This is an optimization exercise on Yosys and OpenROAD, whose aim is small area, a short achievable clock period and few clock cycles, not a production implementation. The RTL was checked by simulation tests, not by an equivalence proof against the original design.

$ cat flow/run.sh
#!/bin/bash
# synth_recipe.tcl (not shown) runs the flow's synth.tcl, then flattens the netlist and writes it again
# the make line also repeats each setting of config.mk as NAME=value (left out here)
make -C /OpenROAD-flow-scripts/flow DESIGN_CONFIG=/design/flow/config.mk WORK_HOME=/design/flow/orfs CLKGATE_MAP_FILE= SYNTH_SCRIPT=/design/flow/synth_recipe.tcl finish
$ cat flow/config.mk
export PLATFORM = sky130hd
export DESIGN_NAME = w21_col_mac_seq
export DESIGN_NICKNAME = w21_col_mac_seq
export VERILOG_FILES = /design/flow/design.v
export SDC_FILE = /design/flow/constraint.sdc
export NUM_CORES = 4
export LEC_CHECK = 0
export CAP_MARGIN = 20
export CORE_MARGIN = 2
export CORE_UTILIZATION = 40
export SLEW_MARGIN = 20
$ cat flow/constraint.sdc
create_clock -name core_clock -period 9.0 [get_ports {clk}]
set_input_delay 1.8000 -clock core_clock [delete_from_list [all_inputs] [get_ports {clk}]]
set_output_delay 1.8000 -clock core_clock [all_outputs]
set_load 0.01 [all_outputs]
$ cat flow/design.v
package w21_col_mac_seq_pkg;
    localparam int N_IN   = 300;
    localparam int ADDR_W = 9;
    localparam int D_W    = 21;
    localparam int FRAC   = 10;
    localparam int ACC_W  = 51;
    localparam int PROD_W = 2 * D_W;
    typedef enum logic [1:0] {
        IDLE  = 2'd0,
        RUN   = 2'd1,
        DRAIN = 2'd2,
        DONE  = 2'd3
    } state_t;
    localparam logic signed [D_W-1:0] SAT_MAX = {1'b0, {(D_W-1){1'b1}}};
    localparam logic signed [D_W-1:0] SAT_MIN = {1'b1, {(D_W-1){1'b0}}};
endpackage
import w21_col_mac_seq_pkg::*;
module mac_sat_21 (
    input  logic                  clk,
    input  logic                  rst,
    input  logic                  sample,
    input  logic                  clear,
    input  logic                  load,
    input  logic signed [D_W-1:0] w_in,
    input  logic signed [D_W-1:0] x_in,
    output logic                  pending,
    output logic signed [D_W-1:0] result
);
    logic signed [PROD_W-1:0] prod_p0;
    logic                     vld_p0;
    logic signed [ACC_W-1:0]  acc_p1;
    logic signed [ACC_W-1:0]  prod_ext;
    function automatic logic signed [D_W-1:0] rescale_sat(input logic signed [ACC_W-1:0] acc);
        logic signed [ACC_W-1:0] tmp;
        logic signed [ACC_W-1:0] hi;
        logic signed [ACC_W-1:0] lo;
        tmp = acc >>> FRAC;
        hi  = {{(ACC_W-D_W){SAT_MAX[D_W-1]}}, SAT_MAX};
        lo  = {{(ACC_W-D_W){SAT_MIN[D_W-1]}}, SAT_MIN};
        if (tmp > hi)
            rescale_sat = SAT_MAX;
        else if (tmp < lo)
            rescale_sat = SAT_MIN;
        else
            rescale_sat = tmp[D_W-1:0];
    endfunction
    assign prod_ext = {{(ACC_W-PROD_W){prod_p0[PROD_W-1]}}, prod_p0};
    assign pending  = vld_p0;
    always_ff @(posedge clk or posedge rst) begin
        if (rst) begin
            prod_p0 <= '0;
            vld_p0  <= 1'b0;
            acc_p1  <= '0;
            result  <= '0;
        end else begin
            vld_p0 <= sample;
            if (sample)
                prod_p0 <= w_in * x_in;
            if (clear)
                acc_p1 <= '0;
            else if (vld_p0)
                acc_p1 <= acc_p1 + prod_ext;
            if (load)
                result <= rescale_sat(acc_p1);
        end
    end
endmodule
import w21_col_mac_seq_pkg::*;
module w21_col_mac_seq (
    input  logic                    clk,
    input  logic                    rst,
    input  logic                    start,
    output logic [ADDR_W-1:0]       adrs_clm,
    input  logic signed [D_W-1:0]   w_in,
    input  logic signed [D_W-1:0]   x_in,
    output logic                    busy,
    output logic                    done,
    output logic signed [D_W-1:0]   result
);
    localparam logic [ADDR_W-1:0] LAST_ADDR = ADDR_W'(N_IN - 1);
    w21_col_mac_seq_pkg::state_t state;
    w21_col_mac_seq_pkg::state_t state_nx;
    logic [ADDR_W-1:0] addr;
    logic              accept;
    logic              pending;
    assign accept = start && (state == IDLE || state == DONE);
    always_ff @(posedge clk or posedge rst) begin
        if (rst)
            state <= IDLE;
        else
            state <= state_nx;
    end
    always_ff @(posedge clk or posedge rst) begin
        if (rst)
            addr <= '0;
        else if (accept)
            addr <= '0;
        else if (state == RUN)
            addr <= (addr == LAST_ADDR) ? '0 : addr + 1'b1;
    end
    always_comb begin
        state_nx = state;
        case (state)
            IDLE:    if (start) state_nx = RUN;
            RUN:     if (addr == LAST_ADDR) state_nx = DRAIN;
            DRAIN:   if (!pending) state_nx = DONE;
            DONE:    state_nx = start ? RUN : IDLE;
            default: state_nx = IDLE;
        endcase
    end
    always_comb begin
        busy     = (state == RUN) || (state == DRAIN);
        done     = (state == DONE);
        adrs_clm = (state == RUN) ? addr : '0;
    end
    mac_sat_21 u_mac (
        .clk     (clk),
        .rst     (rst),
        .sample  (state == RUN),
        .clear   (accept),
        .load    ((state == DRAIN) && !pending),
        .w_in    (w_in),
        .x_in    (x_in),
        .pending (pending),
        .result  (result)
    );
endmodule
==> notes.md <==
==> placed cells by master (no fill, tap or decap), types with 76 or more instances in the layout <==
master           count
nor2_1             135
dfrtp_1            125
a21oi_1            104
ha_1               166
and2_1             208
fa_1               460
inv_1              557
buf_4              101
nand2_1            305
clkdlybuf4s50_1     76
==> final timing paths <==
check                             startpoint                 to  depth (start not counted)
setup / recovery                    w_in[10]  u_mac.prod_p0[38]                         24
hold / removal             u_mac.prod_p0[35]  u_mac.prod_p0[35]                          1
setup reg to reg             u_mac.acc_p1[0]   u_mac.acc_p1[50]                         13
hold reg to reg            u_mac.prod_p0[35]  u_mac.prod_p0[35]                          1
max in group asynchronous                rst       u_mac.vld_p0                          3
min in group asynchronous                rst   u_mac.acc_p1[26]                          2
==> through the flow <==
step / instance area [um^2] / util [%]
2_1_floorplan: 24500 / -
3_3_place_gp: 26800 / 44.4
3_5_place_dp: 26800 / 44.4
4_1_cts: 27400 / 45.4
5_1_grt: 27400 / 45.4
6_report: 27400 / 45.4
==> state kept, by name, summed over array words and instances (netlist names) <==
name and cells:
u_mac.vld_p0 1, state 2, u_mac.result 21, addr 9, u_mac.prod_p0 42, u_mac.acc_p1 51
==> cell families after synthesis <==
| kind of cell | Yosys count |
|---|---|
| buffers and inverters | 680 |
| AND/OR/NAND/NOR | 799 |
| XOR/XNOR | 74 |
| adder cells (fa/ha/maj) | 627 |
| AO/OA/AOI/OAI | 341 |
| multiplexers | 55 |
| flip-flops | 126 |
==> routing by layer <==
| layer | global-route usage [%] | up-vias | wire (um) |
|---|---|---|---|
| li1 | - | 8530 | - |
| met1 | 28.2 | 9166 | 28200 |
| met2 | 32.0 | 417 | 27400 |
| met3 | 2.75 | 49 | 3090 |
| met4 | 4.20 | 0 | 945 |
| met5 | 0 | - | 0 |
==> worst reg2reg max path, cell delays in order, from the launching register on <==
cell and delay, ns:
dfrtp_1 0.35, ha_1 0.21, inv_1 0.07, fa_1 0.39, nor2b_2 0.16, o31a_1 0.25
o31ai_4 0.11, a2111oi_4 0.46, nand3_2 0.21, a31oi_4 0.30, a41oi_4 0.18, or3_1 0.43
a31oi_1 0.19, a41o_1 0.11
==> final cells by class <==
type                            instances  area share (%)
Sequential cell                       126            11.5
Tap cell                              782            3.57
Multi-Input combinational cell       1896            68.6
Clock buffer                           18            1.60
Timing Repair Buffer                  190            6.49
Inverter                              560            7.67
Clock inverter                         14           0.566
==> impl_metrics.json <==
{
  "status": "timing/DRC/antenna clean",
  "clockRootBuffer": "clkbuf_16",
  "synthTopCellsByCount": "inv_1, fa_1, nand2_1",
  "grt_usage_pct": 19.7,
  "vias": 18200,
  "crit_chain": "clkdlybuf4s50_1 -> buf_4 -> and2_1 -> fa_1 -> inv_1 -> fa_1 -> fa_1 -> inv_1 -> fa_1 -> fa_1 -> fa_1 -> inv_1 -> fa_1 -> inv_1 -> ha_1 -> a211o_1 -> a21oi_1 -> o21ai_0 -> a31oi_1 -> o21ai_1 -> a31o_2 -> a211oi_1 -> nor3_1 -> or3b_1",
  "netlist_instances": 2702,
  "yosysTopAreaCell": "fa_1",
  "netlist_area_um2": 24500,
  "totalWireLength_mm": 59.7,
  "cts_resized": 0,
  "ys_types": 88,
  "dr.pass1.iters": 5,
  "maxSlewViolCount": 0,
  "wl_per_cell_um": 16.6,
  "fill_cells": 5778,
  "syn-num-nets": 3374,
  "worst_slew_pin_slew_ns": 0.811,
  "synth_top_family_by_area": "adder cells",
  "synth_seq_cells": 126,
  "synthAdderAreaFrac_pct": 46.1,
  "rsz0062_at_grt": "false",
  "path_buf_inv": 6,
  "grt_pass1_vias": 19500,
  "final_hold_viol_count": 0,
  "tritoncts": "done",
  "slowest_delay_ns": 0.57,
  "synth_edf_count": 0,
  "whs_ns": 0.518,
  "synth-simple-area-share_pct": 16.0,
  "synth_compound_area_share_pct": 9.56,
  "synth_xor_xnor_area_share_pct": 2.64,
  "timing.final.ws_setup_ns": 0.444,
  "numCtsBuffers": 17,
  "crit_family": "adder cells",
  "cp_slowest_cell": "clkdlybuf4s50_1",
  "fin_cells": 3586,
  "cts_sinks": 126,
  "drtAntennaViolNets": 0,
  "period_share_pct": 95.1,
  "portBuffers": 76,
  "dp.cells": 3554,
  "synthFlopType": "dfrtp_1",
  "row_count": 90,
  "cts_hold_buf": 0,
  "startpoint_type": "primary input",
  "drcViolationCount": 0,
  "grt_max_degree": 65,
  "finalSetupViolations": 0,
  "antenna_found_initial": 0,
  "ys_top_cells_by_area": "fa_1, dfrtp_1, inv_1, ha_1, and2_1",
  "die_area_um2": 63300,
  "async_flop_share_pct": 100,
  "viasPerCell": 5.06,
  "layout.nets": 3463,
  "num_io_pins": 77,
  "die_w_um": 252,
  "synth.avg_cell_area_um2": 9.07,
  "crit_type": "in -> reg",
  "synth_mux_area_share_pct": 2.38,
  "dr.first_iter.drc_count": 867,
  "grt.overflow.total": 0,
  "crit_top_cell": "fa_1",
  "relSlewSlack_pct": 46.0,
  "worstSetupEndpointType": "flip-flop",
  "hp-class": "reg -> reg",
  "multi_input_area_um2": 18800,
  "arrival_ns": 8.85,
  "drv_cap": 0,
  "clk_pin_slew_ns": 0.06,
  "initial_core_util_pct": 40.5,
  "reg2reg_slack_ns": 5.51,
  "pre_cts_ws_ns": 0.0137,
  "core_area_um2": 60500,
  "drive_above_1_share_pct": 7.31,
  "antenna-diode-count": 0,
  "clk_path_buf_depth": 2,
  "die_y_um": 252,
  "place_congestion": 0.914,
  "required_ns": 9.30,
  "dpl.hpwl_mm": 50.4,
  "seq_area_frac_synth_pct": 12.9,
  "yosys_warnings": 2,
  "postCtsSetupBuffers": 0,
  "cp_max_fo": 17,
  "insertion_delay_ns": 0.43,
  "synth.top_cell.area_share_pct": 37.6,
  "clock-skew-final_ns": 0.0128,
  "yosysMostFrequentCell": "inv_1",
  "regArea_um2": 3150,
  "htreeDepth": 4,
  "timing.fmax_mhz": 117,
  "fin_setup_tns_ns": 0,
  "min_period_ns": 8.56,
  "area_growth_pct": 11.9,
  "grt_pass1_wl_mm": 101
}
Testbench counts, summed over its fixed seeds: cycles 14,552.

[static timing again, ports no longer ideal]
In the flow no input, the clock included, has a driving cell. The finished layout below was timed again as built, in two steps.
Step 1 assumes that a clkbuf_16 drives the clock port and a buf_2 every other input.
Step 2, shift: input delay + t, output delay - t, t = (earliest + latest rising clock arrival at the registers) / 2. This alone moves slack from input paths to output paths.
Slacks: no drivers / after step 1 / after step 2; pairs: no drivers / after step 1.
shift t [ns]: 0.470
slack for setup (ns): 0.444 / 0.443 / -0.027
hold WS [ns]: 0.518 / 0.518 / 0.518
worst setup path after step 2: input to register
worst data-port slew with drivers (ns): 0.06
With both steps, setup timing fails in this run, where it was met with ideal ports. The setup slack of this run moves by -0.001 ns with the drivers and by -0.471 ns with both steps.
